What follows belongs to an exercise in optimizing a design on an open flow for small area; a production flow would make more cautious choices. Only simulation tests tie the RTL to the original design; equivalence was not proved. Power and IR drop assume default switching activity.

==> design/flow/config.mk <==
export PLATFORM = sky130hd
export DESIGN_NAME = i2c_target
export DESIGN_NICKNAME = i2c_target
export VERILOG_FILES = /design/flow/design.v
export SDC_FILE = /design/flow/constraint.sdc
export NUM_CORES = 4
export LEC_CHECK = 0
export CAP_MARGIN = 20
export CELL_PAD_IN_SITES_DETAIL_PLACEMENT = 2
export CELL_PAD_IN_SITES_GLOBAL_PLACEMENT = 2
export CORE_MARGIN = 2
export CORE_UTILIZATION = 35
export GPL_TIMING_DRIVEN = 0
export PLACE_DENSITY = 0.45
export SLEW_MARGIN = 20
export SYNTH_HIERARCHICAL = 1
export SYNTH_MINIMUM_KEEP_SIZE = 0
==> design/flow/constraint.sdc <==
create_clock -name core_clock -period 6.0 [get_ports {clk}]
set_input_delay 1.2000 -clock core_clock [delete_from_list [all_inputs] [get_ports {clk}]]
set_output_delay 1.2000 -clock core_clock [all_outputs]
set_load 0.01 [all_outputs]
==> design/flow/design.v <==
package i2c_target_pkg;
    typedef enum logic [3:0] {
        ST_IDLE,
        ST_ADDR,
        ST_ADDR_ACK,
        ST_PTR,
        ST_PTR_ACK,
        ST_WR_DATA,
        ST_WR_ACK,
        ST_RD_DATA,
        ST_RD_ACK,
        ST_WAIT_STOP
    } i2c_state_t;
    localparam logic       I2C_ACK          = 1'b0;
    localparam logic       I2C_NACK         = 1'b1;
    localparam logic [6:0] DEFAULT_DEV_ADDR = 7'h1D;
    localparam int         DEFAULT_NUM_REGS = 64;
endpackage
module i2c_bus_sync (
    input  logic scl_s,
    input  logic scl_p,
    input  logic sda_s,
    input  logic sda_p,
    output logic scl_rise,
    output logic scl_fall,
    output logic start_det,
    output logic stop_det
);
    assign scl_rise  = scl_s & ~scl_p;
    assign scl_fall  = ~scl_s & scl_p;
    assign start_det = scl_s & sda_p & ~sda_s;
    assign stop_det  = scl_s & ~sda_p & sda_s;
endmodule
module i2c_target #(
    parameter logic [6:0] DEV_ADDR = i2c_target_pkg::DEFAULT_DEV_ADDR,
    parameter int         NUM_REGS = i2c_target_pkg::DEFAULT_NUM_REGS
) (
    input  logic       clk,
    input  logic       rst,
    input  logic       scl,
    input  logic       sda_in,
    output logic       sda_oe,
    output logic       busy,
    input  logic       host_we,
    input  logic [7:0] host_addr,
    input  logic [7:0] host_wdata,
    output logic [7:0] host_rdata,
    output logic       bus_wr_pulse,
    output logic [7:0] bus_wr_addr,
    output logic [7:0] bus_wr_data
);
    localparam int PW = $clog2(NUM_REGS);
    logic [2:0] scl_pipe_q, sda_pipe_q;
    always_ff @(posedge clk or negedge rst) begin
        if (!rst) begin
            scl_pipe_q <= '1;
            sda_pipe_q <= '1;
        end else begin
            scl_pipe_q <= {scl_pipe_q[1:0], scl};
            sda_pipe_q <= {sda_pipe_q[1:0], sda_in};
        end
    end
    logic scl_rise, scl_fall, sda_s, start_det, stop_det;
    assign sda_s = sda_pipe_q[1];
    i2c_bus_sync u_sync (
        .scl_s     (scl_pipe_q[1]),
        .scl_p     (scl_pipe_q[2]),
        .sda_s     (sda_pipe_q[1]),
        .sda_p     (sda_pipe_q[2]),
        .scl_rise  (scl_rise),
        .scl_fall  (scl_fall),
        .start_det (start_det),
        .stop_det  (stop_det)
    );
    localparam logic [3:0] S_IDLE      = 4'd0,
                           S_ADDR      = 4'd1,
                           S_ACK_W     = 4'd2,
                           S_ACK_R     = 4'd3,
                           S_PTR       = 4'd4,
                           S_WACK      = 4'd5,
                           S_WR_DATA   = 4'd6,
                           S_RD_DATA   = 4'd7,
                           S_RD_ACK    = 4'd8,
                           S_RD_ACK_OK = 4'd9,
                           S_WAIT_STOP = 4'd10;
    logic [3:0]    state_q, state_d;
    logic [2:0]    cnt_q, cnt_d;
    logic [7:0]    shift_q, shift_d;
    logic [PW-1:0] ptr_q, ptr_d;
    logic          sda_oe_q, sda_oe_d;
    logic          wr_pulse_q;
    logic [PW-1:0] wr_addr_q;
    logic [7:0]    wr_data_q;
    logic [7:0]    rx_byte;
    logic [7:0]    rd_byte;
    logic          byte_done;
    logic          bus_we;
    assign rx_byte   = {shift_q[6:0], sda_s};
    assign byte_done = scl_rise && (cnt_q == 3'd7);
    always_comb begin
        state_d  = state_q;
        cnt_d    = cnt_q;
        shift_d  = shift_q;
        ptr_d    = ptr_q;
        sda_oe_d = sda_oe_q;
        bus_we   = 1'b0;
        if (stop_det) begin
            state_d  = S_IDLE;
            sda_oe_d = 1'b0;
            cnt_d    = '0;
        end else if (start_det) begin
            state_d  = S_ADDR;
            sda_oe_d = 1'b0;
            cnt_d    = '0;
        end else begin
            case (state_q)
                S_ADDR: if (scl_rise) begin
                    shift_d = rx_byte;
                    cnt_d   = cnt_q + 3'd1;
                    if (byte_done) begin
                        if (rx_byte[7:1] == DEV_ADDR) state_d = rx_byte[0] ? S_ACK_R : S_ACK_W;
                        else                          state_d = S_WAIT_STOP;
                    end
                end
                S_ACK_W, S_WACK: if (scl_fall) begin
                    sda_oe_d = ~sda_oe_q;
                    if (sda_oe_q) state_d = (state_q == S_ACK_W) ? S_PTR : S_WR_DATA;
                end
                S_ACK_R: if (scl_fall) begin
                    if (!sda_oe_q) begin
                        sda_oe_d = 1'b1;
                    end else begin
                        shift_d  = rd_byte;
                        sda_oe_d = ~rd_byte[7];
                        state_d  = S_RD_DATA;
                    end
                end
                S_PTR: if (scl_rise) begin
                    shift_d = rx_byte;
                    cnt_d   = cnt_q + 3'd1;
                    if (byte_done) begin
                        ptr_d   = rx_byte[PW-1:0];
                        state_d = S_WACK;
                    end
                end
                S_WR_DATA: if (scl_rise) begin
                    shift_d = rx_byte;
                    cnt_d   = cnt_q + 3'd1;
                    if (byte_done) begin
                        bus_we  = 1'b1;
                        ptr_d   = ptr_q + PW'(1);
                        state_d = S_WACK;
                    end
                end
                S_RD_DATA: begin
                    if (scl_rise) begin
                        shift_d = rx_byte;
                        cnt_d   = cnt_q + 3'd1;
                        if (byte_done) begin
                            ptr_d   = ptr_q + PW'(1);
                            state_d = S_RD_ACK;
                        end
                    end else if (scl_fall) begin
                        sda_oe_d = ~shift_q[7];
                    end
                end
                S_RD_ACK, S_RD_ACK_OK: begin
                    if (scl_rise) begin
                        state_d = (sda_s == i2c_target_pkg::I2C_ACK) ? S_RD_ACK_OK : S_WAIT_STOP;
                    end else if (scl_fall) begin
                        if (state_q == S_RD_ACK) begin
                            sda_oe_d = 1'b0;
                        end else begin
                            shift_d  = rd_byte;
                            sda_oe_d = ~rd_byte[7];
                            state_d  = S_RD_DATA;
                        end
                    end
                end
                S_IDLE, S_WAIT_STOP: sda_oe_d = 1'b0;
                default: state_d = S_IDLE;
            endcase
        end
    end
    always_ff @(posedge clk or negedge rst) begin
        if (!rst) begin
            state_q    <= S_IDLE;
            ptr_q      <= '0;
            sda_oe_q   <= 1'b0;
            wr_pulse_q <= 1'b0;
            wr_addr_q  <= '0;
            wr_data_q  <= '0;
        end else begin
            state_q    <= state_d;
            ptr_q      <= ptr_d;
            sda_oe_q   <= sda_oe_d;
            wr_pulse_q <= bus_we;
            if (bus_we) begin
                wr_addr_q <= ptr_q;
                wr_data_q <= rx_byte;
            end
        end
    end
    always_ff @(posedge clk) begin
        cnt_q   <= cnt_d;
        shift_q <= shift_d;
    end
    logic cleared_q;
    always_ff @(posedge clk or negedge rst) begin
        if (!rst) cleared_q <= 1'b0;
        else      cleared_q <= 1'b1;
    end
    logic [8*NUM_REGS-1:0] regs_q, regs_d;
    logic [PW-1:0]         host_idx;
    logic                  unused_host_bits;
    assign host_idx         = host_addr[PW-1:0];
    assign unused_host_bits = ^host_addr;
    localparam int NG = 4;
    localparam int GS = NUM_REGS / NG;
    logic          clash;
    logic [NG-1:0] host_we_g, bus_we_g;
    logic [7:0]    hw_g [NG];
    logic [7:0]    rx_g [NG];
    assign clash = bus_we & (host_idx == ptr_q);
    for (genvar g = 0; g < NG; g++) begin : g_grp
        i2c_rf_andn  u_he (.a(host_we), .b(clash), .y(host_we_g[g]));
        i2c_rf_orn   u_be (.a(bus_we), .b(cleared_q), .y(bus_we_g[g]));
        i2c_rf_gate8 u_hg (.en(host_we_g[g]), .d(host_wdata), .y(hw_g[g]));
        i2c_rf_gate8 u_bg (.en(bus_we), .d(rx_byte), .y(rx_g[g]));
    end
    logic [NUM_REGS-1:0] hsel, psel;
    i2c_rf_dec #(.N(NUM_REGS)) u_dec (
        .host_idx (host_idx), .ptr (ptr_q), .cleared (cleared_q), .hsel (hsel), .psel (psel)
    );
    for (genvar i = 0; i < NUM_REGS; i++) begin : g_w
        i2c_rf_went u_w (.q(regs_q[8*i +: 8]), .hs(hsel[i]), .ps(psel[i]), .hwe(host_we_g[i / GS]),
                         .bwe(bus_we_g[i / GS]), .hw(hw_g[i / GS]), .rx(rx_g[i / GS]),
                         .d(regs_d[8*i +: 8]));
    end
    always_ff @(posedge clk) regs_q <= regs_d;
    logic [7:0] host_rd;
    for (genvar b = 0; b < 8; b++) begin : g_rd
        logic [NUM_REGS-1:0] col;
        for (genvar i = 0; i < NUM_REGS; i++) begin : g_col
            assign col[i] = regs_q[8*i + b];
        end
        i2c_rf_rdbit #(.N(NUM_REGS)) u_hrd (.sel(hsel), .d(col), .y(host_rd[b]));
        i2c_rf_rdbit #(.N(NUM_REGS)) u_brd (.sel(psel), .d(col), .y(rd_byte[b]));
    end
    assign sda_oe       = sda_oe_q;
    assign busy         = (state_q != S_IDLE);
    assign host_rdata   = host_rd & {8{cleared_q}};
    assign bus_wr_pulse = wr_pulse_q;
    assign bus_wr_addr  = 8'(wr_addr_q);
    assign bus_wr_data  = wr_data_q;
endmodule
module i2c_rf_gate8 (
    input  logic       en,
    input  logic [7:0] d,
    output logic [7:0] y
);
    assign y = d & {8{en}};
endmodule
module i2c_rf_andn (
    input  logic a,
    input  logic b,
    output logic y
);
    assign y = a & ~b;
endmodule
module i2c_rf_orn (
    input  logic a,
    input  logic b,
    output logic y
);
    assign y = a | ~b;
endmodule
module i2c_rf_went (
    input  logic [7:0] q,
    input  logic       hs,
    input  logic       ps,
    input  logic       hwe,
    input  logic       bwe,
    input  logic [7:0] hw,
    input  logic [7:0] rx,
    output logic [7:0] d
);
    logic hold;
    assign hold = ~((hs & hwe) | (ps & bwe));
    for (genvar b = 0; b < 8; b++) begin : g_b
        i2c_rf_wbit u_w (.q(q[b]), .hold(hold), .hs(hs), .ps(ps), .hw(hw[b]), .rx(rx[b]), .d(d[b]));
    end
endmodule
module i2c_rf_wbit (
    input  logic q,
    input  logic hold,
    input  logic hs,
    input  logic ps,
    input  logic hw,
    input  logic rx,
    output logic d
);
    assign d = (q & hold) | (hw & hs) | (rx & ps);
endmodule
module i2c_rf_rd3 (
    input  logic [2:0] sel,
    input  logic [2:0] d,
    output logic       y_n
);
    assign y_n = ~|(sel & d);
endmodule
module i2c_rf_rdbit #(
    parameter int N = 64
) (
    input  logic [N-1:0] sel,
    input  logic [N-1:0] d,
    output logic         y
);
    localparam int G = N / 3;
    localparam int R = N - 3 * G;
    logic [G-1:0] t_n;
    for (genvar g = 0; g < G; g++) begin : g_grp
        i2c_rf_rd3 u_g (.sel(sel[3*g +: 3]), .d(d[3*g +: 3]), .y_n(t_n[g]));
    end
    if (R == 0) begin : g_r0
        assign y = ~&t_n;
    end else begin : g_rn
        assign y = ~&t_n | |(sel[N-1:3*G] & d[N-1:3*G]);
    end
endmodule
module i2c_rf_dec #(
    parameter int N  = 64,
    parameter int PW = $clog2(N)
) (
    input  logic [PW-1:0] host_idx,
    input  logic [PW-1:0] ptr,
    input  logic          cleared,
    output logic [N-1:0]  hsel,
    output logic [N-1:0]  psel
);
    logic [7:0] ha_n, hb_n, pa_n, pb_n;
    always_comb begin
        for (int j = 0; j < 8; j++) begin
            ha_n[j] = ~(host_idx[2:0] == 3'(j));
            hb_n[j] = ~(host_idx[5:3] == 3'(j));
            pa_n[j] = ~(ptr[2:0]      == 3'(j)) & cleared;
            pb_n[j] = ~(ptr[5:3]      == 3'(j)) & cleared;
        end
    end
    for (genvar i = 0; i < N; i++) begin : g_e
        i2c_rf_nor2 u_hs (.a(ha_n[i % 8]), .b(hb_n[i / 8]), .y(hsel[i]));
        i2c_rf_nor2 u_ps (.a(pa_n[i % 8]), .b(pb_n[i / 8]), .y(psel[i]));
    end
endmodule
module i2c_rf_nor2 (
    input  logic a,
    input  logic b,
    output logic y
);
    assign y = ~(a | b);
endmodule
module i2c_rf_hold (
    input  logic hs,
    input  logic hwe,
    input  logic ps,
    input  logic bwe,
    output logic hold
);
    assign hold = ~((hs & hwe) | (ps & bwe));
endmodule
==> design/flow/flow/run.sh <==
#!/bin/bash
# Standard ORFS layout (unchanged synthesis) with these changes:
#  - buffers that ABC inserted are removed at floorplan (REMOVE_ABC_BUFFERS),
#  - every cell is swapped to its smallest drive variant after floorplan,
#    leaving repair_design/repair_timing to upsize only where needed,
#  - ports are buffered with buf_1 instead of the resizer's default pick,
#  - clock tree built without dummy loads, from clkbuf_8 leaf clusters.
set -euo pipefail
HERE=$(pwd)
export REMOVE_ABC_BUFFERS=1
export POST_FLOORPLAN_TCL=$HERE/flow/downsize.tcl
export BUFFER_PORTS_ARGS="-buffer_cell sky130_fd_sc_hd__buf_1"
export CTS_ARGS="-sink_clustering_enable -repair_clock_nets -dont_use_dummy_load -sink_clustering_size 14 -sink_clustering_max_diameter 60 -buf_list sky130_fd_sc_hd__clkbuf_8"
bash standard.sh > $HERE/standard_flow.log 2>&1
==> design/flow/flow/downsize.tcl <==
set db [ord::get_db]
set block [ord::get_db_block]
set variants [dict create]
foreach lib [$db getLibs] {
  foreach m [$lib getMasters] {
    set n [$m getName]
    if {[regexp {^(sky130_fd_sc_hd__[a-z0-9]+)_([0-9]+)$} $n -> base drv]} {
      if {[string match "*lpflow*" $n] || [string match "*probe*" $n]} { continue }
      dict lappend variants $base $m
    }
  }
}
set skip {sky130_fd_sc_hd__tapvpwrvgnd sky130_fd_sc_hd__conb sky130_fd_sc_hd__fill sky130_fd_sc_hd__decap sky130_fd_sc_hd__diode}
set n_swapped 0
set saved 0
foreach inst [$block getInsts] {
  set m [$inst getMaster]
  set n [$m getName]
  if {![regexp {^(sky130_fd_sc_hd__[a-z0-9]+)_([0-9]+)$} $n -> base drv]} { continue }
  if {[lsearch -exact $skip $base] >= 0} { continue }
  if {![dict exists $variants $base]} { continue }
  set cur_area [expr {[$m getWidth] * [$m getHeight]}]
  set best $m
  set best_area $cur_area
  foreach v [dict get $variants $base] {
    set a [expr {[$v getWidth] * [$v getHeight]}]
    if {$a < $best_area} { set best $v; set best_area $a }
  }
  if {$best ne $m} {
    replace_cell [$inst getName] [$best getName]
    incr n_swapped
    set saved [expr {$saved + $cur_area - $best_area}]
  }
}
puts "downsize: swapped $n_swapped cells, saved [expr {$saved / 1.0e6}] um^2"
==> design/flow/standard.sh <==
#!/bin/bash
# synth_recipe.tcl (not shown) runs the flow's synth.tcl, then flattens the netlist and writes it again
# the make line also repeats each setting of config.mk as NAME=value (left out here)
make -C /OpenROAD-flow-scripts/flow DESIGN_CONFIG=/design/flow/config.mk WORK_HOME=/design/flow/orfs CLKGATE_MAP_FILE= SYNTH_SCRIPT=/design/flow/synth_recipe.tcl "${@:-finish}"
==> impl_metrics.csv, run 1 <==
group,metric,value,unit
outcome,status,"failed layout checks",
outcome,so.violations,"setup timing",
clocking,cts_root_buffer,"clkbuf_8",
floorplan,fp.dieH,277,um
clocking,ctsHoldBuffers,0,
logic_synthesis,synthArstFlopShare,0.0594,
placement,placed_cells,3553,
timing,clock.fmax,0.166,GHz
critical_path,path_cells,"buf_1 > nand3_1 > nor2_2 > a222oi_1 > nand3_1 > nor4_1 > nand2_1 > and2_1 > buf_1",
global_route,first_global_vias,27129,
logic_synthesis,synth_edf_count,8,
pwr,p_seq_frac,0.547,
critical_path,cp_data_arrival_time,4840,ps
global_route,antenna_found_initial,4,
pwr,cell_internal_pwr,5.08,mW
hold_path,min_to,"scl_pipe_q[1]",
global_route,grt_start_max_net_pins,38,
logic_synthesis,synthCells,2557,
placement,pre_cts_ws,-301,ps
pwr,total_power,7.47,mW
route,drt_iter0_markers,6300,
route,wl,132000,um
timing,fin_ws,-38.2,ps
route,num_vias,27130,
critical_path,path_depth,9,
logic_synthesis,synth_area_leader_cell,"dfxtp_1",
floorplan,start_util,0.355,
clocking,insertion_delay,750,ps
critical_path,crit_required,4800,ps
logic_synthesis,yosysUniqueCellTypes,69,
pwr,switching_share,0.319,
layout,seqCellArea,11400,um2
hold_path,min_from,"scl_pipe_q[0]",
timing,finalSetupViolCount,2,
flow_run,maxCapViolations,0,
floorplan,ioPinCount,48,
placement,io_buffers,43,
critical_path,critPathMaxFanout,17,
timing,min_period,6040,ps
placement,dpl.hpwl,88600,um
floorplan,rows,99,
clocking,clkSinkCount,556,
logic_synthesis,syn_area_per_cell,10.2,um2
global_route,globalRouteOverflowTotal,0,
critical_path,worst-path-buf-inv,2,
logic_synthesis,seq_area_frac_synth,0.437,
layout,finalCoreUtilization,0.387,
critical_path,critPathTopFamily,"simple AND/OR/NAND/NOR gates",
hold_path,hp-class,"register to register",
logic_synthesis,ys.warnings.count,10,
logic_synthesis,syn_area,26000,um2
layout,layoutNonFillerInstCount,3623,
timing,holdWs,359,ps
pwr,p_clk_frac,0.304,
critical_path,max_stage_delay,890,ps
critical_path,r2r_cells,12,
critical_path,r2r-end,"sda_oe_q",
layout,nFillCells,7918,
pwr,powerDensity,263,nW/um2
timing,final-hold-violation-count,0,
logic_synthesis,synth-seq-cells,556,
timing,fin_crit_sh,1.01,
layout,nets,2689,
route,via_per_inst,7.49,
logic_synthesis,ys.flop_type,"dfxtp_1",
timing,skew,80.7,ps
route,drc_errors,0,
floorplan,core-area,73300,um2
clocking,cts_buffers,60,
pwr,ir_worst_vdd,180,uV
route,drt-pass1-iter-count,12,
floorplan,dieArea,76600,um2
timing,worst_pin_slew,1300,ps
layout,multi_input_area,12600,um2
pwr,combPwrFrac,0.149,
hold_path,holdPathStages,0,
layout,synthToLayoutAreaGrowth,9.10,%
timing,slew_viol_final,0,
clocking,cts_tree,"done",
clocking,clkTransAtPathRegs,80,ps
route,ant_nets,0,
pwr,power_switching,2.38,mW
clocking,cts_buffer_depth,3,
logic_synthesis,synthTopCellsByArea,"dfxtp_1, a222oi_1, inv_1",
layout,final_cell_mix,"a222oi_1, inv_1, dfxtp_1",
layout,layout-drive-gt1-share,0.0958,
critical_path,cp-end-kind,"output pin",
critical_path,crit-reg2reg-launch,"cleared_q",
clocking,cts_htree_levels,2,
placement,gp_congestion,0.888,
critical_path,cp_slowest_cell,"nor2_2",
critical_path,crit_type,"primary input to output pin",
floorplan,die_w,277,um
layout,layout_commonest_cell,"a222oi_1",
critical_path,r2r_setup_slack,640,ps
global_route,gr-usage-all-layers,0.328,
critical_path,worstSetupStartpointType,"primary input",
global_route,grt_pass1_wl,190000,um
logic_synthesis,synth_top_area_share,0.396,
pwr,power_leakage,13.1,nW
route,wl_per_cell,36.4,um
timing,relSlewSlack,0.134,
## worst max path at each step
| stage | endpoint | start | slack [ps] |
|---|---|---|---|
| floorplan | host_rdata[0] | host_addr[3] | 1860 |
| global placement | sda_oe_q | cleared_q | -170 |
| detailed placement | host_rdata[7] | host_addr[1] | -300 |
| CTS | host_rdata[3] | host_addr[2] | 2 |
| global route | host_rdata[3] | host_addr[4] | -20 |
| finish | host_rdata[3] | host_addr[4] | -40 |
## state kept, by name, indices dropped and copies added, names as in the netlist, 3 cells and up
signal      flops
wr_data_q       8
sda_pipe_q      3
wr_addr_q       6
regs_q        512
ptr_q           6
cnt_q           3
state_q         4
scl_pipe_q      3
shift_q         8
## layout make-up
type / instances / area share
diodes: 1 / 0.0000881
flip-flops and latches: 556 / 0.401
multi-input cells: 1462 / 0.444
inverters: 524 / 0.0693
clock buffers: 60 / 0.0291
well taps: 959 / 0.0422
repair buffers: 61 / 0.0143
## per-layer routing
metal / wire length [um] / share of wire / GRT usage
met4: 6570 / 0.050 / 0.150
met5: 29 / 0.00022 / 0
met2: 59000 / 0.45 / 0.514
met1: 54800 / 0.42 / 0.442
met3: 11600 / 0.088 / 0.0569
## power by group through the flow
| stage | sequential [mW] | combinational (mW) | clock (mW) |
|---|---|---|---|
| floorplan | 4.05 | 0.688 | 0 |
| CTS | 4.08 | 1.08 | 2.35 |
| detailed placement | 4.16 | 1.07 | 0 |
| global route | 4.10 | 1.18 | 2.49 |
| finish | 4.09 | 1.11 | 2.27 |
| global placement | 4.15 | 1.00 | 0 |
## per-module statistics from Yosys (local to each module, per instance), a selection
module / times used / cell area (um2) / flops+latches / cells
i2c_target: 1 / 12700 / 556 / 741
i2c_rf_gate8: 8 / 50.0 / 0 / 8
i2c_bus_sync: 1 / 32.5 / 0 / 4
i2c_rf_andn: 4 / 13.8 / 0 / 1
i2c_rf_wbit: 512 / 13.8 / 0 / 2
i2c_rf_went: 64 / 12.5 / 0 / 1
i2c_rf_rd3: 336 / 10.0 / 0 / 1
i2c_rf_orn: 4 / 6.26 / 0 / 1
i2c_rf_nor2: 128 / 3.75 / 0 / 1
## metrics by stage
stage | setup TNS (ps) | area [um2]
floorplan | 0 | 25900
global placement | -8890 | 26800
detailed placement | -1420 | 27300
CTS | 0 | 28200
global route | -23.8 | 28400
finish | -57.2 | 28400
## synthesized netlist by cell type (5+ instances only)
cell type / instances
nand2_1: 54
nand3b_1: 8
xnor2_1: 6
edfxtp_1: 8
nand2b_1: 6
and2_1: 73
mux2_2: 16
a21oi_1: 17
nor4_1: 16
dfrtp_1: 27
a31oi_1: 11
o21ai_0: 8
a22oi_2: 64
buf_2: 8
a222oi_1: 848
dfstp_2: 6
nand3_1: 25
inv_1: 522
nor2_1: 143
a211oi_1: 17
dfxtp_1: 515
nand4_1: 67
mux2_4: 6
nor2b_1: 5
## cell families after synthesis
| family | after synthesis | synth area share |
|---|---|---|
| AO/OA/AOI/OAI | 988 | 0.377 |
| multiplexers | 28 | 0.0128 |
| AND/OR/NAND/NOR | 431 | 0.0881 |
| flip-flops | 556 | 0.437 |
| adder cells (fa/ha/maj) | 4 | 0.00187 |
| buffers and inverters | 540 | 0.0798 |
| XOR/XNOR | 8 | 0.00269 |
| other | 2 | 0.000288 |
## timing repair
| action | in CTS | in global routing |
|---|---|---|
| buffers inserted | 2 | 5 |
| pin swaps | 0 | 2 |
| endpoints found under the hold margin | 0 | 0 |
| resized for setup | 16 | 11 |
| setup endpoints to repair | 8 | 7 |
==> run 2, diff against run 1 <==
--- a/design/flow/config.mk
+++ b/design/flow/config.mk
@@ -12,6 +12,7 @@
 export CORE_UTILIZATION = 35
 export GPL_TIMING_DRIVEN = 0
 export PLACE_DENSITY = 0.45
+export SETUP_SLACK_MARGIN = 0.4
 export SLEW_MARGIN = 20
 export SYNTH_HIERARCHICAL = 1
 export SYNTH_MINIMUM_KEEP_SIZE = 0
==> run 2 against run 1 <==
Now clean on timing, DRC and antenna. Setup slack better by 380 ps. Clock power about the same. Clock skew up 6.3 ps. Synthesized cell count unchanged. Global-route usage up 0.12 points. Sequential share of layout area down 0.25 points. Clock-buffer cell count unchanged. Critical path type unchanged.
==> impl_metrics.csv, run 2 <==
group,metric,value,unit
layout,nets,2701,
pwr,power_switching,2.38,mW
logic_synthesis,syn_area_per_cell,10.2,um2
logic_synthesis,yosysUniqueCellTypes,69,
pwr,powerDensity,262,nW/um2
timing,finalSetupViolCount,0,
global_route,grt_start_max_net_pins,38,
critical_path,cp_slowest_cell,"a222oi_1",
route,ant_nets,0,
pwr,combPwrFrac,0.150,
timing,relSlewSlack,0.157,
global_route,gr-usage-all-layers,0.330,
layout,layout-drive-gt1-share,0.104,
pwr,total_power,7.47,mW
critical_path,path_cells,"clkdlybuf4s15_2 > nor2_1 > nand2_2 > nor2_2 > a222oi_1 > nand4_1 > nor4_1 > nand2_1 > and2_1 > buf_1",
timing,worst_pin_slew,1260,ps
floorplan,core-area,73300,um2
placement,placed_area,27300,um2
timing,fin_ws,343,ps
timing,min_period,5660,ps
pwr,ir_worst_vdd,181,uV
placement,pre_cts_ws,-301,ps
floorplan,dieArea,76600,um2
critical_path,max_stage_delay,690,ps
pwr,p_seq_frac,0.546,
pwr,p_clk_frac,0.304,
floorplan,die_w,277,um
critical_path,crit_type,"primary input to output pin",
pwr,power_leakage,13.2,nW
global_route,grt_pass1_wl,191000,um
logic_synthesis,synthArstFlopShare,0.0594,
clocking,cts_buffers,60,
clocking,insertion_delay,750,ps
timing,fin_crit_sh,0.943,
logic_synthesis,synth-seq-cells,556,
logic_synthesis,yosysMostFrequentCell,"a222oi_1",
layout,largest_reg_flops,512,
pwr,switching_share,0.319,
route,via_per_inst,7.55,
logic_synthesis,seq_area_frac_synth,0.437,
route,num_vias,27452,
critical_path,crit_required,4800,ps
clocking,clkSinkCount,556,
route,drt-pass1-iter-count,12,
timing,skew,86.9,ps
floorplan,start_util,0.355,
layout,finalCoreUtilization,0.390,
route,wl_per_cell,36.4,um
clocking,cts_root_buffer,"clkbuf_8",
logic_synthesis,synthTopCellsByArea,"dfxtp_1, a222oi_1, inv_1",
placement,placed_cells,3553,
critical_path,cp_data_arrival_time,4460,ps
route,drc_errors,0,
placement,io_buffers,43,
logic_synthesis,yosys-top-cells-count,"a222oi_1, inv_1, dfxtp_1, nor2_1, and2_1",
route,drt_iter0_markers,6203,
layout,final_cell_mix,"a222oi_1, inv_1, dfxtp_1",
layout,synthToLayoutAreaGrowth,9.78,%
floorplan,fp.dieH,277,um
critical_path,worst-path-buf-inv,2,
pwr,cell_internal_pwr,5.09,mW
timing,final-hold-violation-count,0,
global_route,globalRouteOverflowTotal,0,
global_route,first_global_vias,27228,
flow_run,maxCapViolations,0,
outcome,status,"no timing/DRC/antenna violations",
logic_synthesis,synth_area_leader_cell,"dfxtp_1",
layout,top_register,"regs_q",
route,wl,132000,um
floorplan,ioPinCount,48,
critical_path,critPathMaxFanout,17,
clocking,cts_tree,"done",
hold_path,hp-class,"register to register",
layout,layout_commonest_cell,"a222oi_1",
timing,grt_setup_unrepaired,"yes",
layout,reg.largest.list,"regs_q x512, shift_q x8, wr_data_q x8",
placement,gp_congestion,0.888,
timing,slew_viol_final,0,
layout,layoutNonFillerInstCount,3636,
layout,stdcell_area,28600,um2
logic_synthesis,synth_top_area_share,0.396,
clocking,cts_buffer_depth,3,
logic_synthesis,ys.flop_type,"dfxtp_1",
clocking,clkTransAtPathRegs,80,ps
clocking,cts_htree_levels,2,
logic_synthesis,synthCells,2557,
logic_synthesis,synth_edf_count,8,
timing,clock.fmax,0.177,GHz
critical_path,cp-end-kind,"output pin",
floorplan,rows,99,
critical_path,worstSetupStartpointType,"primary input",
placement,dpl.hpwl,88600,um
logic_synthesis,ys.warnings.count,10,
logic_synthesis,syn_area,26000,um2
layout,nFillCells,7911,
critical_path,critPathTopFamily,"simple AND/OR/NAND/NOR gates",
global_route,antenna_found_initial,3,
-- run 2: cell counts after synthesis --
No cell type changed its count.
-- run 2: layout make-up --
type | count | area [um2] | area share
Clock buffer | 60 | 826 | 0.0289
Sequential cell | 556 | 11400 | 0.398
Tap cell | 959 | 1200 | 0.0420
Inverter | 524 | 1970 | 0.0688
Antenna cell | 2 | 5.00 | 0.000175
Timing Repair Buffer | 73 | 533 | 0.0187
Multi-Input combinational cell | 1462 | 12700 | 0.443
-- run 2: power by group through the flow --
stage	clock, mW	combinational, mW	sequential (mW)
floorplan	0	0.688	4.05
global placement	0	1.00	4.15
detailed placement	0	1.07	4.16
CTS	2.35	1.09	4.08
global route	2.49	1.19	4.10
finish	2.27	1.12	4.08
-- run 2: worst register-to-register path: stages, from the launching register on --
cell and delay [ps]:
dfrtp_1 900, inv_2 410, nor2_2 1060, nor2_2 420, a222oi_1 500, nand4_1 430, nor4_1 400, nand2_1 280
nor3b_1 260, a21oi_1 60, o22ai_1 150, a2bb2oi_1 100, o21ai_0 210
-- run 2: path summary, 6_finish.rpt --
kind | start | endpoint | slack [ps] | cells past startpoint
hold / removal | scl_pipe_q[0] | scl_pipe_q[1] | 360 | 0
hold reg to reg | scl_pipe_q[0] | scl_pipe_q[1] | 360 | 0
setup / recovery | host_addr[4] | host_rdata[5] | 340 | 10
setup reg to reg | cleared_q | sda_oe_q | 710 | 12
min in group asynchronous | rst | wr_data_q[7] | 370 | 1
max in group asynchronous | rst | sda_oe_q | 5150 | 2
-- run 2: logic make-up (layout without fill, tap and decap cells) --
family                   after synthesis  after routing  share of synthesized area
multiplexers                          28             28                     0.0128
flip-flops                           556            556                      0.437
AO/OA/AOI/OAI                        988            988                      0.377
AND/OR/NAND/NOR                      431            431                     0.0881
other                                  2              5                   0.000288
XOR/XNOR                               8              8                    0.00269
adder cells (fa/ha/maj)                4              4                    0.00187
buffers and inverters                540            657                     0.0798
-- run 2: repair_timing --
| action | 4_1_cts | 5_1_grt |
|---|---|---|
| hold buffers | 0 | 0 |
| pin swaps | 3 | 2 |
| buffers inserted | 13 | 7 |
| endpoints found under the setup margin | 8 | 8 |
| resized for setup | 49 | 4 |
-- run 2: metal layers --
| metal | vias up | wire length [um] | track usage |
|---|---|---|---|
| met1 | 14312 | 54400 | 0.441 |
| met3 | 263 | 12300 | 0.0601 |
| met2 | 1504 | 59000 | 0.516 |
| met5 | - | 13 | 0 |
| li1 | 11371 | - | - |
| met4 | 2 | 6490 | 0.152 |
-- run 2: through the flow --
step / hold WS, ps / TNS, ps
6_report: 359 / 0
5_1_grt: 354 / 0
4_1_cts: 339 / 0
3_5_place_dp: 349 / -1420
3_3_place_gp: 346 / -8890
2_1_floorplan: 345 / 0
-- run 2: Yosys stat by module (local to each module, per instance), a selection --
module,cells inside,copies in the design
i2c_rf_andn,1,4
i2c_rf_orn,1,4
i2c_rf_gate8,8,8
i2c_target,741,1
i2c_rf_wbit,2,512
i2c_bus_sync,4,1
i2c_rf_rd3,1,336
i2c_rf_went,1,64
==> run 3, diff against run 2 <==
--- a/design/flow/config.mk
+++ b/design/flow/config.mk
@@ -12,7 +12,7 @@
 export CORE_UTILIZATION = 35
 export GPL_TIMING_DRIVEN = 0
 export PLACE_DENSITY = 0.45
-export SETUP_SLACK_MARGIN = 0.4
+export SETUP_SLACK_MARGIN = 0.8
 export SLEW_MARGIN = 20
 export SYNTH_HIERARCHICAL = 1
 export SYNTH_MINIMUM_KEEP_SIZE = 0
==> run 3 against run 2 <==
Sequential cell count did not move. Critical endpoint is now host_rdata[4]. Fmax rose by 7.5%. Largest cell class unchanged. Register-to-register slack improved by 280 ps. Non-clock buffer count rose by 27. Die area did not move. Via count rose by 0.28%. Critical path type unchanged. Total power rose by 0.31%. Synthesized area did not move.
==> impl_metrics.csv, run 3 <==
group,metric,value,unit
clocking,ctsHoldBuffers,0,
clocking,cts_tree,"done",
timing,finalSetupViolCount,0,
timing,tns,0,ps
logic_synthesis,synth_top_area_share,0.396,
logic_synthesis,ys.flop_type,"dfxtp_1",
outcome,status,"no timing/DRC/antenna violations",
route,ant_nets,0,
critical_path,crit_type,"primary input to output pin",
layout,reg.largest.list,"regs_q x512, shift_q x8, wr_data_q x8",
clocking,clkTransAtPathRegs,80,ps
floorplan,dieArea,76600,um2
route,wl,133000,um
layout,layout-drive-gt1-share,0.118,
clocking,insertion_delay,750,ps
placement,pre_cts_ws,-301,ps
layout,multi_input_area,12800,um2
critical_path,critPathMaxFanout,17,
route,drt_iter0_markers,6248,
global_route,gr-usage-all-layers,0.330,
clocking,clkSinkCount,556,
timing,clock.fmax,0.190,GHz
logic_synthesis,synth_area_leader_cell,"dfxtp_1",
route,drt-pass1-iter-count,11,
layout,layoutNonFillerInstCount,3663,
critical_path,r2r-end,"regs_q[343]",
critical_path,cp-end-kind,"output pin",
pwr,power_leakage,13.3,nW
logic_synthesis,synthCells,2557,
timing,min_period,5260,ps
floorplan,fp.dieH,277,um
layout,top_register,"regs_q",
layout,nFillCells,7896,
critical_path,cp_data_arrival_time,4060,ps
pwr,powerDensity,259,nW/um2
layout,final_cell_mix,"a222oi_1, inv_1, dfxtp_1",
clocking,cts_buffer_depth,3,
floorplan,ioPinCount,48,
layout,stdcell_area,28900,um2
timing,final-hold-violation-count,0,
global_route,antenna_found_initial,4,
route,via_per_inst,7.52,
critical_path,startpoint,"host_addr[0]",
placement,dpl.hpwl,88600,um
placement,gp_congestion,0.888,
timing,grt_setup_unrepaired,"yes",
placement,placed_area,27300,um2
critical_path,critPathCapture,"host_rdata[4]",
timing,fin_ws,736,ps
logic_synthesis,yosysMostFrequentCell,"a222oi_1",
logic_synthesis,ys.warnings.count,10,
route,num_vias,27528,
floorplan,core-area,73300,um2
logic_synthesis,synth-seq-cells,556,
timing,slew_viol_final,0,
logic_synthesis,synthTopCellsByArea,"dfxtp_1, a222oi_1, inv_1",
timing,fin_crit_sh,0.877,
layout,largest_reg_flops,512,
clocking,cts_buffers,60,
pwr,total_power,7.50,mW
floorplan,rows,99,
global_route,first_global_vias,27210,
timing,worst_pin_slew,1200,ps
logic_synthesis,seq_area_frac_synth,0.437,
layout,seqCellArea,11400,um2
critical_path,r2r_cells,10,
timing,skew,74.4,ps
floorplan,die_w,277,um
critical_path,r2r_setup_slack,990,ps
critical_path,crit-reg2reg-launch,"sda_pipe_q[1]",
logic_synthesis,synthArstFlopShare,0.0594,
logic_synthesis,synth_edf_count,8,
logic_synthesis,yosys-top-cells-count,"a222oi_1, inv_1, dfxtp_1, nor2_1, and2_1",
global_route,grt_start_max_net_pins,38,
global_route,grt_pass1_wl,191000,um
clocking,cts_htree_levels,2,
placement,placed_cells,3553,
logic_synthesis,syn_area,26000,um2
logic_synthesis,syn_area_per_cell,10.2,um2
logic_synthesis,yosysUniqueCellTypes,69,
placement,io_buffers,43,
layout,nets,2728,
critical_path,crit_required,4800,ps
route,drc_errors,0,
hold_path,hp-class,"register to register",
pwr,ir_worst_vdd,180,uV
flow_run,maxCapViolations,0,
layout,synthToLayoutAreaGrowth,11.1,%
timing,relSlewSlack,0.203,
route,wl_per_cell,36.4,um
clocking,cts_root_buffer,"clkbuf_8",
layout,layout_commonest_cell,"a222oi_1",
floorplan,start_util,0.355,
critical_path,worstSetupStartpointType,"primary input",
global_route,globalRouteOverflowTotal,0,
run 3: metal layers:
| metal | track usage | up-vias | routed length, um |
|---|---|---|---|
| met1 | 0.450 | 14321 | 55100 |
| met2 | 0.514 | 1521 | 59200 |
| met5 | 0 | - | 14 |
| li1 | - | 11419 | - |
| met4 | 0.146 | 2 | 6380 |
| met3 | 0.0548 | 265 | 12600 |
run 3: how the worst min path moves through the flow:
| stage | startpoint | slack, ps | cells past startpoint | end |
|---|---|---|---|---|
| after floorplan | scl_pipe_q[0] | 350 | 0 | scl_pipe_q[1] |
| after global placement | scl_pipe_q[0] | 350 | 0 | scl_pipe_q[1] |
| after detailed placement | scl_pipe_q[0] | 350 | 0 | scl_pipe_q[1] |
| after CTS | rst | 340 | 1 | wr_pulse_q |
| after global routing | rst | 350 | 1 | wr_pulse_q |
| final | scl_pipe_q[0] | 360 | 0 | scl_pipe_q[1] |
run 3: kinds of logic (layout without fill, tap and decap cells):
group / Yosys count / count (layout) / share of synthesized area
compound gates: 988 / 988 / 0.377
flops: 556 / 556 / 0.437
buf+inv: 540 / 684 / 0.0798
simple gates: 431 / 431 / 0.0881
mux: 28 / 28 / 0.0128
xor+xnor: 8 / 8 / 0.00269
fa+ha+maj: 4 / 4 / 0.00187
other cells: 2 / 5 / 0.000288
run 3: worst max-delay path, cell delays in order:
cell and delay (ps):
clkbuf_4 170, or3b_4 430, buf_12 160, nor2_2 140, a222oi_1 750, nand4_1 310, nor4_1 390, nand2_1 90
and2_1 240, buf_1 160
run 3: layout make-up:
cell class | instances | area share
Antenna cell | 2 | 0.000173
Clock buffer | 60 | 0.0286
Inverter | 524 | 0.0680
Multi-Input combinational cell | 1462 | 0.441
Sequential cell | 556 | 0.394
Tap cell | 959 | 0.0415
Timing Repair Buffer | 100 | 0.0265
run 3: repair_timing:
item                       CTS  global route
cloned                       0             0
pin swaps                   16            30
resized for setup           67            27
setup buffers               26            21
setup endpoints to repair    9             8
hold endpoints to repair     0             0
run 3: Yosys stat by module (local to each module, per instance), a selection:
module	times used	cells
i2c_rf_nor2	128	1
i2c_bus_sync	1	4
i2c_rf_wbit	512	2
i2c_target	1	741
i2c_rf_went	64	1
i2c_rf_andn	4	1
i2c_rf_rd3	336	1
i2c_rf_gate8	8	8
i2c_rf_orn	4	1
run 3: report_power, final:
part	switching [mW]	leakage, nW	total [mW]	internal [mW]
clock	1.39	0.431	2.27	0.881
combinational	0.778	8.21	1.14	0.365
sequential	0.229	4.67	4.08	3.86
total	2.40	13.3	7.50	5.10
run 3: through the flow:
stage	util	hold WS [ps]
floorplan	-	345
global route	0.394	352
detailed placement	0.373	349
global placement	0.366	346
finish	0.394	359
CTS	0.390	339
==> run 4, diff against run 3 <==
==> design/flow/config.mk (replaced) <==
export PLATFORM = sky130hd
export DESIGN_NAME = i2c_target
export DESIGN_NICKNAME = i2c_target
export VERILOG_FILES = /design/flow/design.v
export SDC_FILE = /design/flow/constraint.sdc
export NUM_CORES = 4
export LEC_CHECK = 0
export CAP_MARGIN = 10
export CELL_PAD_IN_SITES_DETAIL_PLACEMENT = 2
export CELL_PAD_IN_SITES_GLOBAL_PLACEMENT = 2
export CORE_MARGIN = 2
export CORE_UTILIZATION = 35
export GPL_TIMING_DRIVEN = 0
export PLACE_DENSITY = 0.45
export SETUP_SLACK_MARGIN = 0.25
export SLEW_MARGIN = 10
export SYNTH_HIERARCHICAL = 1
export SYNTH_MINIMUM_KEEP_SIZE = 0
==> run 4 against run 3 <==
Highest routed layer unchanged. Sequential cell count unchanged. Sequential power about the same. Final area shrank 1.6%. Still clean on timing, DRC and antenna. First-iteration DRC count rose by 0.40%. Worst hold slack better by 1.1 ps. Clock skew fell by 9.7 ps. Setup slack worse by 570 ps.
==> impl_metrics.csv, run 4 <==
group,metric,value,unit
floorplan,rows,99,
pwr,power_leakage,13.2,nW
route,drt-pass1-iter-count,13,
global_route,first_global_vias,27355,
route,num_vias,27251,
placement,placed_cells,3560,
floorplan,core-area,73300,um2
logic_synthesis,synth_xor_area_frac,0.00269,
placement,dpl.hpwl,89500,um
logic_synthesis,syn_area_per_cell,10.2,um2
route,drt_iter0_markers,6273,
logic_synthesis,yosys-top-cells-count,"a222oi_1, inv_1, dfxtp_1, nor2_1, and2_1",
layout,nFillCells,7939,
critical_path,crit_type,"primary input to output pin",
critical_path,critPathTopFamily,"simple AND/OR/NAND/NOR gates",
pwr,total_power,7.44,mW
floorplan,ioPinCount,48,
placement,gp_congestion,0.888,
clocking,cts_buffer_depth,3,
clocking,clkTransAtPathRegs,90,ps
global_route,grt_start_max_net_pins,38,
timing,fin_crit_sh,0.972,
logic_synthesis,yosysMostFrequentCell,"a222oi_1",
flow_run,maxCapViolations,0,
timing,clock.fmax,0.172,GHz
timing,relSlewSlack,0.0649,
timing,slew_viol_final,0,
layout,layoutNonFillerInstCount,3642,
clocking,cts_root_buffer,"clkbuf_8",
clocking,cts_htree_levels,2,
global_route,gr-usage-all-layers,0.329,
global_route,antenna_found_initial,3,
timing,skew,64.6,ps
logic_synthesis,synth_edf_count,8,
pwr,ir_worst_vdd,163,uV
critical_path,worstSetupStartpointType,"primary input",
outcome,status,"no timing/DRC/antenna violations",
critical_path,worst-path-buf-inv,2,
timing,holdWs,360,ps
logic_synthesis,synth_top_family_by_area,"compound AO/OA/AOI/OAI gates",
timing,grt_setup_unrepaired,"yes",
floorplan,die_w,277,um
pwr,powerDensity,261,nW/um2
logic_synthesis,yosysUniqueCellTypes,69,
timing,min_period,5830,ps
logic_synthesis,synthCells,2557,
logic_synthesis,synthArstFlopShare,0.0594,
critical_path,cp_slowest_cell,"a222oi_1",
critical_path,cp_data_arrival_time,4630,ps
layout,largest_reg_flops,512,
layout,stdcell_area,28500,um2
logic_synthesis,synthTopCellsByArea,"dfxtp_1, a222oi_1, inv_1",
critical_path,critPathMaxFanout,17,
floorplan,fp.dieH,277,um
logic_synthesis,synth-seq-cells,556,
floorplan,dieArea,76600,um2
route,wl_per_cell,36.3,um
logic_synthesis,ys.warnings.count,10,
route,wl,132000,um
critical_path,crit_required,4800,ps
floorplan,start_util,0.355,
logic_synthesis,yosys.area_share.simple,0.0881,
global_route,globalRouteOverflowTotal,0,
layout,layout_commonest_cell,"a222oi_1",
timing,worst_pin_slew,1400,ps
timing,final-hold-violation-count,0,
clocking,ctsHoldBuffers,0,
route,ant_nets,0,
global_route,grt_pass1_wl,191000,um
hold_path,hp-class,"register to register",
critical_path,max_stage_delay,630,ps
clocking,insertion_delay,770,ps
placement,io_buffers,43,
layout,top_register,"regs_q",
critical_path,path_cells,"buf_1 > nor2_1 > nand2_2 > nor2_2 > a222oi_1 > nand4_1 > nor4_1 > nand2_1 > and2_1 > buf_1",
logic_synthesis,yosys.area_share.adder,0.00187,
placement,placed_area,27100,um2
layout,reg.largest.list,"regs_q x512, shift_q x8, wr_data_q x8",
layout,final_cell_mix,"a222oi_1, inv_1, dfxtp_1",
logic_synthesis,synth_top_area_share,0.396,
timing,finalSetupViolCount,0,
route,via_per_inst,7.48,
logic_synthesis,syn_area,26000,um2
critical_path,cp_common_cell,"buf_1",
layout,layout-drive-gt1-share,0.0896,
logic_synthesis,synth_mux_area_frac,0.0128,
clocking,clkSinkCount,556,
clocking,cts_buffers,58,
layout,nets,2706,
logic_synthesis,synth_compound_area_frac,0.377,
route,drc_errors,0,
layout,synthToLayoutAreaGrowth,9.33,%
logic_synthesis,synth_area_leader_cell,"dfxtp_1",
logic_synthesis,ys.flop_type,"dfxtp_1",
logic_synthesis,seq_area_frac_synth,0.437,
critical_path,cp-end-kind,"output pin",
clocking,cts_tree,"done",
-- run 4: worst paths after layout --
check                              start       endpoint  slack, ps  cells after the start
setup / recovery            host_addr[1]  host_rdata[5]        170                     10
hold / removal             scl_pipe_q[0]  scl_pipe_q[1]        360                      0
setup reg to reg               cleared_q       sda_oe_q        560                     11
hold reg to reg            scl_pipe_q[0]  scl_pipe_q[1]        360                      0
max in group asynchronous            rst     state_q[3]       4920                      1
min in group asynchronous            rst     state_q[1]        530                      1
-- run 4: final cells by class --
type | count | area [um2] | share of cell area
antenna | 3 | 7.51 | 0.000264
clock buffer | 58 | 798 | 0.0280
inverter | 524 | 1970 | 0.0692
multi-input combinational | 1462 | 12500 | 0.439
sequential | 556 | 11400 | 0.400
tap | 959 | 1200 | 0.0422
timing repair buffer | 80 | 607 | 0.0213
-- run 4: timing repair --
action | 4_1_cts | 5_1_grt
buffers inserted | 12 | 0
endpoints found under the setup margin | 431 | 9
pin swaps | 3 | 2
resized for setup | 58 | 13
-- run 4: logic make-up after synthesis --
logic type | count (synthesis)
multiplexers | 28
adder cells (fa/ha/maj) | 4
AO/OA/AOI/OAI | 988
other | 2
AND/OR/NAND/NOR | 431
buffers and inverters | 540
flip-flops | 556
XOR/XNOR | 8
-- run 4: metrics by stage --
step / setup TNS (ps) / setup slack [ps] / utilization
after detailed placement: -1120 / -211 / 0.370
final: 0 / 170 / 0.388
after floorplan: 0 / 1860 / -
after CTS: 0 / 233 / 0.385
after global placement: -8890 / -170 / 0.366
after global routing: 0 / 245 / 0.388
-- run 4: Yosys stat by module, one instance, submodules excluded, excerpt --
module / cells / cell area [um2] / flip-flops and latches / times used
i2c_rf_wbit: 2 / 13.8 / 0 / 512
i2c_rf_andn: 1 / 13.8 / 0 / 4
i2c_rf_gate8: 8 / 50.0 / 0 / 8
i2c_rf_nor2: 1 / 3.75 / 0 / 128
i2c_rf_rd3: 1 / 10.0 / 0 / 336
i2c_rf_orn: 1 / 6.26 / 0 / 4
i2c_rf_went: 1 / 12.5 / 0 / 64
i2c_target: 741 / 12700 / 556 / 1
i2c_bus_sync: 4 / 32.5 / 0 / 1
-- run 4: routing by layer --
metal | GRT usage | share of wire | vias up
li1 | - | - | 11372
met1 | 0.444 | 0.41 | 14209
met2 | 0.524 | 0.45 | 1431
met3 | 0.0510 | 0.095 | 237
met4 | 0.139 | 0.045 | 2
met5 | 0 | 0.000098 | -
-- run 4: power breakdown --
part	leakage (nW)	switching, mW	internal [mW]
clock	0.417	1.39	0.852
combinational	8.07	0.764	0.353
sequential	4.67	0.228	3.86
==> run 5, diff against run 4 <==
==> design/flow/config.mk (replaced) <==
export PLATFORM = sky130hd
export DESIGN_NAME = i2c_target
export DESIGN_NICKNAME = i2c_target
export VERILOG_FILES = /design/flow/design.v
export SDC_FILE = /design/flow/constraint.sdc
export NUM_CORES = 4
export LEC_CHECK = 0
export CAP_MARGIN = 10
export CELL_PAD_IN_SITES_DETAIL_PLACEMENT = 1
export CELL_PAD_IN_SITES_GLOBAL_PLACEMENT = 1
export CORE_MARGIN = 2
export CORE_UTILIZATION = 40
export GPL_TIMING_DRIVEN = 0
export PLACE_DENSITY = 0.55
export SETUP_SLACK_MARGIN = 0.25
export SLEW_MARGIN = 10
export SYNTH_HIERARCHICAL = 1
export SYNTH_MINIMUM_KEEP_SIZE = 0
==> run 5 against run 4 <==
Synthesized cell count unchanged. First-iteration DRC count is 13% higher. Non-clock buffer count down 8. Sequential power about the same. Critical endpoint is now host_rdata[7]. Largest cell class unchanged. Highest routed layer unchanged.
==> impl_metrics.csv, run 5 <==
group,metric,value,unit
timing,grt_setup_unrepaired,"yes",
logic_synthesis,yosys-top-cells-count,"a222oi_1, inv_1, dfxtp_1, nor2_1, and2_1",
global_route,antenna_found_initial,3,
timing,relSlewSlack,0.0998,
critical_path,path_depth,10,
logic_synthesis,synthArstFlopShare,0.0594,
layout,layout-drive-gt1-share,0.0844,
logic_synthesis,syn_area,26000,um2
pwr,power_leakage,13.1,nW
hold_path,holdPathStages,0,
placement,io_buffers,43,
hold_path,hp-class,"register to register",
route,ant_nets,0,
timing,worst_pin_slew,1340,ps
placement,dpl.hpwl,81900,um
critical_path,critPathTopFamily,"simple AND/OR/NAND/NOR gates",
critical_path,crit-reg2reg-launch,"sda_pipe_q[1]",
logic_synthesis,yosysMostFrequentCell,"a222oi_1",
global_route,gr-usage-all-layers,0.349,
pwr,ir_worst_vdd,157,uV
layout,layout_commonest_cell,"a222oi_1",
flow_run,maxCapViolations,0,
logic_synthesis,synthTopCellsByArea,"dfxtp_1, a222oi_1, inv_1",
clocking,cts_buffers,53,
logic_synthesis,ys.flop_type,"dfxtp_1",
critical_path,critPathMaxFanout,17,
global_route,globalRouteOverflowTotal,0,
critical_path,cp_slowest_cell,"a222oi_1",
clocking,clkTransAtPathRegs,80,ps
clocking,cts_buffer_depth,3,
critical_path,cp_common_cell,"buf_1",
global_route,grt_start_max_net_pins,38,
floorplan,dieArea,67100,um2
critical_path,worstSetupStartpointType,"primary input",
global_route,first_global_vias,25594,
route,top_layer,"met5",
timing,slew_viol_final,0,
layout,largest_reg_flops,512,
layout,top_register,"regs_q",
logic_synthesis,ys.warnings.count,10,
floorplan,fp.dieH,259,um
critical_path,r2r_cells,8,
global_route,grt_pass1_wl,176000,um
placement,gp_congestion,0.948,
outcome,status,"no timing/DRC/antenna violations",
floorplan,die_w,259,um
timing,fin_crit_sh,0.966,
critical_path,cp_data_arrival_time,4590,ps
critical_path,startpoint,"host_addr[0]",
route,via_per_inst,7.70,
timing,fin_ws,207,ps
clocking,clkSinkCount,556,
route,wl,123000,um
logic_synthesis,yosysUniqueCellTypes,69,
timing,holdWs,364,ps
layout,layoutNonFillerInstCount,3524,
critical_path,path_cells,"buf_1 > nor2_1 > nand2_2 > nor2_2 > a222oi_1 > nand4_1 > nor4_1 > nand2_1 > and2_1 > buf_1",
floorplan,ioPinCount,48,
layout,reg.largest.list,"regs_q x512, shift_q x8, wr_data_q x8",
critical_path,cp-end-kind,"output pin",
logic_synthesis,synth_top_area_share,0.396,
timing,skew,68.0,ps
timing,min_period,5790,ps
logic_synthesis,syn_area_per_cell,10.2,um2
logic_synthesis,synth_edf_count,8,
pwr,powerDensity,260,nW/um2
clocking,ctsHoldBuffers,0,
placement,placed_cells,3452,
critical_path,worst-path-buf-inv,2,
clocking,cts_root_buffer,"clkbuf_8",
route,met3RoutedLength,13700,um
floorplan,core-area,64300,um2
route,drt_iter0_markers,7080,
logic_synthesis,seq_area_frac_synth,0.437,
timing,clock.fmax,0.173,GHz
critical_path,crit_type,"primary input to output pin",
route,num_vias,27149,
critical_path,max_stage_delay,680,ps
logic_synthesis,synth_area_leader_cell,"dfxtp_1",
layout,final_cell_mix,"a222oi_1, inv_1, dfxtp_1",
timing,finalSetupViolCount,0,
hold_path,min_from,"sda_pipe_q[0]",
logic_synthesis,synth-seq-cells,556,
floorplan,start_util,0.405,
timing,final-hold-violation-count,0,
layout,synthToLayoutAreaGrowth,8.21,%
route,dr_wl_met2,54300,um
route,wl_per_cell,35.0,um
layout,nets,2693,
logic_synthesis,synthCells,2557,
clocking,cts_htree_levels,2,
route,drc_errors,0,
pwr,total_power,7.31,mW
clocking,cts_tree,"done",
placement,pre_cts_ws,-64.4,ps
clocking,insertion_delay,740,ps
floorplan,rows,93,
route,wl_met1,48700,um
critical_path,crit_required,4800,ps
route,drt-pass1-iter-count,13,
-- run 5: cell counts after synthesis --
Identical to the previous run, type by type.
-- run 5: where the power goes --
part	switching, mW	leakage (nW)	total [mW]	internal (mW)
Sequential	0.224	4.67	4.08	3.85
Combinational	0.736	8.02	1.09	0.350
Clock	1.36	0.381	2.14	0.784
-- run 5: layer usage --
layer,vias to the layer above,global-route usage
li1,11333,-
met1,13873,0.471
met2,1674,0.532
met3,265,0.0700
met4,4,0.169
met5,-,0
-- run 5: kinds of logic (layout without fill, tap and decap cells) --
group / after synthesis / in the layout / share of synthesized area
muxes: 28 / 28 / 0.0128
other: 2 / 5 / 0.000288
DFF: 556 / 556 / 0.437
AOI/OAI and AO/OA: 988 / 988 / 0.377
xor gates and xnor gates: 8 / 8 / 0.00269
and+or+nand+nor: 431 / 431 / 0.0881
adders and majority gates: 4 / 4 / 0.00187
buffers and inverters: 540 / 649 / 0.0798
-- run 5: layout make-up --
| cell class | count | area [um2] |
|---|---|---|
| inverters | 524 | 1970 |
| repair buffers | 72 | 534 |
| multi-input cells | 1462 | 12500 |
| diodes | 2 | 5.00 |
| clock buffers | 53 | 729 |
| flip-flops and latches | 556 | 11400 |
| well taps | 855 | 1070 |
| fillers | 7200 | 36200 |
-- run 5: path summary, 6_finish.rpt --
check	end	slack [ps]
worst max register to register	regs_q[0]	620
worst max-delay path	host_rdata[7]	210
min in group asynchronous	ptr_q[2]	570
max in group asynchronous	state_q[0]	4910
worst min register to register	sda_pipe_q[1]	360
worst min-delay path	sda_pipe_q[1]	360
-- run 5: per-module statistics from Yosys (local to each module, per instance), excerpt --
module / flops+latches / cells
i2c_rf_andn: 0 / 1
i2c_rf_rd3: 0 / 1
i2c_rf_nor2: 0 / 1
i2c_rf_wbit: 0 / 2
i2c_target: 556 / 741
i2c_rf_orn: 0 / 1
i2c_bus_sync: 0 / 4
i2c_rf_gate8: 0 / 8
i2c_rf_went: 0 / 1
-- run 5: per-stage QoR --
stage | setup TNS (ps) | utilization | instance area, um2
3_5_place_dp | -222 | 0.419 | 26900
5_1_grt | 0 | 0.438 | 28200
2_1_floorplan | 0 | - | 25900
3_3_place_gp | -113 | 0.415 | 26700
4_1_cts | 0 | 0.435 | 28000
6_report | 0 | 0.438 | 28200
-- run 5: what timing repair did --
action / 4_1_cts / 5_1_grt
resized for setup: 58 / 18
pin swaps: 1 / 0
cloned: 0 / 0
buffers inserted: 11 / 0
setup endpoints to repair: 8 / 438
-- run 5: worst reg2reg max path, delay by kind of cell, from the launching register on --
kind	cells	cell delay, ps
AND/OR/NAND/NOR	4	2340
buffers and inverters	2	1090
flip-flops	1	800
AO/OA/AOI/OAI	2	1000
==> run 6, diff against run 5 <==
==> design/flow/config.mk (replaced) <==
export PLATFORM = sky130hd
export DESIGN_NAME = i2c_target
export DESIGN_NICKNAME = i2c_target
export VERILOG_FILES = /design/flow/design.v
export SDC_FILE = /design/flow/constraint.sdc
export NUM_CORES = 4
export LEC_CHECK = 0
export CAP_MARGIN = 20
export CELL_PAD_IN_SITES_DETAIL_PLACEMENT = 1
export CELL_PAD_IN_SITES_GLOBAL_PLACEMENT = 1
export CORE_MARGIN = 2
export CORE_UTILIZATION = 40
export GPL_TIMING_DRIVEN = 0
export PLACE_DENSITY = 0.55
export SETUP_SLACK_MARGIN = 0.4
export SLEW_MARGIN = 20
export SYNTH_HIERARCHICAL = 1
export SYNTH_MINIMUM_KEEP_SIZE = 0
==> run 6 against run 5 <==
Still clean. Synthesized cell count unchanged. Final area is 0.93% higher. Worst hold slack worse by 17 ps. Register-to-register slack better by 230 ps. Sequential power about the same. Critical path depth is 1 higher. Non-clock buffer count rose by 14. Clock power barely moved. Global-route usage increased by 0.061 points. Cell count grew 0.54%. Largest cell class unchanged.
==> impl_metrics.csv, run 6 <==
group,metric,value,unit
critical_path,crit_required,4800,ps
route,drt_iter0_markers,7069,
critical_path,critPathMaxFanout,17,
layout,reg.largest.list,"regs_q x512, shift_q x8, wr_data_q x8",
timing,grt_setup_unrepaired,"no",
logic_synthesis,yosysMostFrequentCell,"a222oi_1",
clocking,cts_tree,"done",
layout,layoutNonFillerInstCount,3543,
pwr,total_power,7.33,mW
pwr,ir_worst_vdd,172,uV
route,wl_per_cell,34.9,um
critical_path,crit_type,"primary input to output pin",
logic_synthesis,syn_area,26000,um2
global_route,grt_start_max_net_pins,38,
logic_synthesis,seq_area_frac_synth,0.437,
placement,pre_cts_ws,-155,ps
global_route,gr-usage-all-layers,0.349,
critical_path,cp_slowest_cell,"nor2_2",
global_route,globalRouteOverflowTotal,0,
clocking,ctsHoldBuffers,0,
layout,seqCellArea,11400,um2
route,ant_nets,0,
logic_synthesis,synthArstFlopShare,0.0594,
timing,finalSetupViolCount,0,
timing,fin_crit_sh,0.928,
flow_run,maxCapViolations,0,
logic_synthesis,yosysUniqueCellTypes,69,
global_route,first_global_vias,25647,
clocking,clkTransAtPathRegs,90,ps
floorplan,start_util,0.405,
pwr,power_leakage,13.1,nW
layout,multi_input_area,12600,um2
layout,nets,2710,
route,num_vias,27073,
floorplan,rows,93,
logic_synthesis,synth_top_area_share,0.396,
placement,placed_cells,3453,
critical_path,worstSetupStartpointType,"primary input",
logic_synthesis,yosys-top-cells-count,"a222oi_1, inv_1, dfxtp_1, nor2_1, and2_1",
clocking,clkSinkCount,556,
placement,gp_congestion,0.948,
logic_synthesis,synth_edf_count,8,
clocking,cts_root_buffer,"clkbuf_8",
timing,slew_viol_final,0,
critical_path,max_stage_delay,590,ps
logic_synthesis,ys.flop_type,"dfxtp_1",
timing,relSlewSlack,0.171,
floorplan,core-area,64300,um2
timing,fin_ws,435,ps
clocking,cts_buffer_depth,3,
route,drt-pass1-iter-count,15,
placement,io_buffers,43,
critical_path,critPathTopFamily,"simple AND/OR/NAND/NOR gates",
placement,placed_area,27200,um2
layout,final_cell_mix,"a222oi_1, inv_1, dfxtp_1",
timing,worst_pin_slew,1240,ps
logic_synthesis,synth-seq-cells,556,
clocking,cts_htree_levels,2,
timing,clock.fmax,0.180,GHz
global_route,antenna_found_initial,4,
layout,stdcell_area,28400,um2
hold_path,hp-class,"primary input to async pin",
layout,top_register,"regs_q",
pwr,powerDensity,258,nW/um2
logic_synthesis,syn_area_per_cell,10.2,um2
floorplan,fp.dieH,259,um
floorplan,ioPinCount,48,
clocking,cts_buffers,55,
critical_path,cp-end-kind,"output pin",
timing,tns,0,ps
layout,layout-drive-gt1-share,0.102,
timing,final-hold-violation-count,0,
logic_synthesis,synthCells,2557,
critical_path,path_cells,"buf_1 > nand3b_1 > buf_4 > buf_4 > nor2_2 > a222oi_1 > nand4_1 > nor4_1 > nand2_1 > and2_1 > buf_1",
floorplan,dieArea,67100,um2
outcome,status,"no timing/DRC/antenna violations",
layout,layout_commonest_cell,"a222oi_1",
global_route,grt_pass1_wl,176000,um
layout,nFillCells,7181,
logic_synthesis,synthTopCellsByArea,"dfxtp_1, a222oi_1, inv_1",
layout,largest_reg_flops,512,
timing,skew,56.4,ps
logic_synthesis,synth_area_leader_cell,"dfxtp_1",
critical_path,cp_data_arrival_time,4370,ps
route,drc_errors,0,
timing,min_period,5570,ps
critical_path,worst-path-buf-inv,4,
clocking,insertion_delay,730,ps
route,wl,124000,um
floorplan,die_w,259,um
logic_synthesis,ys.warnings.count,10,
placement,dpl.hpwl,81400,um
layout,synthToLayoutAreaGrowth,9.22,%
route,via_per_inst,7.64,
run 6: cell counts after synthesis:
Identical to the previous run, type by type.
run 6: area by class of cell:
type / count / area share
Tap cell: 855 / 0.0376
Timing Repair inverter: 1 / 0.000176
Multi-Input combinational cell: 1462 / 0.444
Timing Repair Buffer: 86 / 0.0210
Sequential cell: 556 / 0.400
Inverter: 524 / 0.0693
Antenna cell: 4 / 0.000352
Clock buffer: 55 / 0.0266
run 6: final timing paths:
kind | startpoint | end | slack (ps) | cells after the start
min reg2reg | scl_pipe_q[1] | scl_pipe_q[2] | 360 | 0
max reg2reg | ptr_q[2] | sda_oe_q | 850 | 12
max in group asynchronous | rst | scl_pipe_q[1] | 5120 | 2
max | host_addr[1] | host_rdata[3] | 430 | 11
min | rst | wr_addr_q[1] | 350 | 1
min in group core_clock | scl_pipe_q[1] | scl_pipe_q[2] | 360 | 0
run 6: logic make-up after synthesis:
kind of cell	after synthesis	synth area share
flip-flops	556	0.437
AO/OA/AOI/OAI	988	0.377
other	2	0.000288
AND/OR/NAND/NOR	431	0.0881
adder cells (fa/ha/maj)	4	0.00187
buffers and inverters	540	0.0798
XOR/XNOR	8	0.00269
multiplexers	28	0.0128
run 6: where the power goes:
group	internal [mW]	total (mW)	switching, mW	leakage, nW
Sequential	3.86	4.08	0.222	4.67
Combinational	0.352	1.09	0.742	8.08
Clock	0.811	2.16	1.35	0.395
run 6: metrics by stage:
step	util	hold slack [ps]
after floorplan	-	345
after global placement	0.415	347
after detailed placement	0.423	351
after CTS	0.438	312
after global routing	0.442	316
final	0.442	347
run 6: per-layer routing:
layer	GRT usage	part of all wire	vias to the layer above
met5	0	0.00021	-
met2	0.543	0.44	1693
met3	0.0677	0.12	268
li1	-	-	11369
met1	0.472	0.39	13739
met4	0.152	0.046	4
run 6: per-module statistics from Yosys (local to each module, per instance), excerpt:
| module | copies in the design | flops+latches | cells |
|---|---|---|---|
| i2c_rf_orn | 4 | 0 | 1 |
| i2c_rf_nor2 | 128 | 0 | 1 |
| i2c_rf_rd3 | 336 | 0 | 1 |
| i2c_bus_sync | 1 | 0 | 4 |
| i2c_rf_went | 64 | 0 | 1 |
| i2c_rf_wbit | 512 | 0 | 2 |
| i2c_rf_gate8 | 8 | 0 | 8 |
| i2c_rf_andn | 4 | 0 | 1 |
| i2c_target | 1 | 556 | 741 |
run 6: repair_timing:
action | CTS | global route
gates cloned | 0 | 1
setup buffers | 13 | 16
gates resized for setup | 43 | 8
hold endpoints to repair | 0 | 0
setup endpoints to repair | 8 | 323
pin swaps | 1 | 6

static timing again, ports no longer ideal:
The flow's constraints put no driver on any port. The routed layouts listed below were extracted and timed again, unchanged, in two steps.
Step 1 assumes that a clkbuf_16 drives the clock port and a buf_2 every other input.
Step 2 moves the port delays by t, midway between the first and last clock arrival at a register: inputs arrive t later, outputs are due t later. That takes back most of the time a late clock gives input paths.
a / b / c = ideal ports / drivers / drivers and shift; a / b = the first two.
| run | t, ns | setup slack, ns | worst setup path after step 2 |
|---|---|---|---|
| run 1 | 0.782 | -0.038 / -0.075 / -0.075 | input to output |
| run 2 | 0.777 | 0.343 / 0.314 / 0.314 | input to output |
| run 3 | 0.781 | 0.736 / 0.706 / 0.706 | input to output |
| run 4 | 0.790 | 0.170 / 0.140 / 0.140 | input to output |
| run 5 | 0.767 | 0.207 / 0.178 / 0.178 | input to output |
| run 6 | 0.756 | 0.435 / 0.411 / 0.411 | input to output |
The setup slack of run 1, which loses most, moves by -0.037 ns with the drivers and by -0.037 ns with both steps.
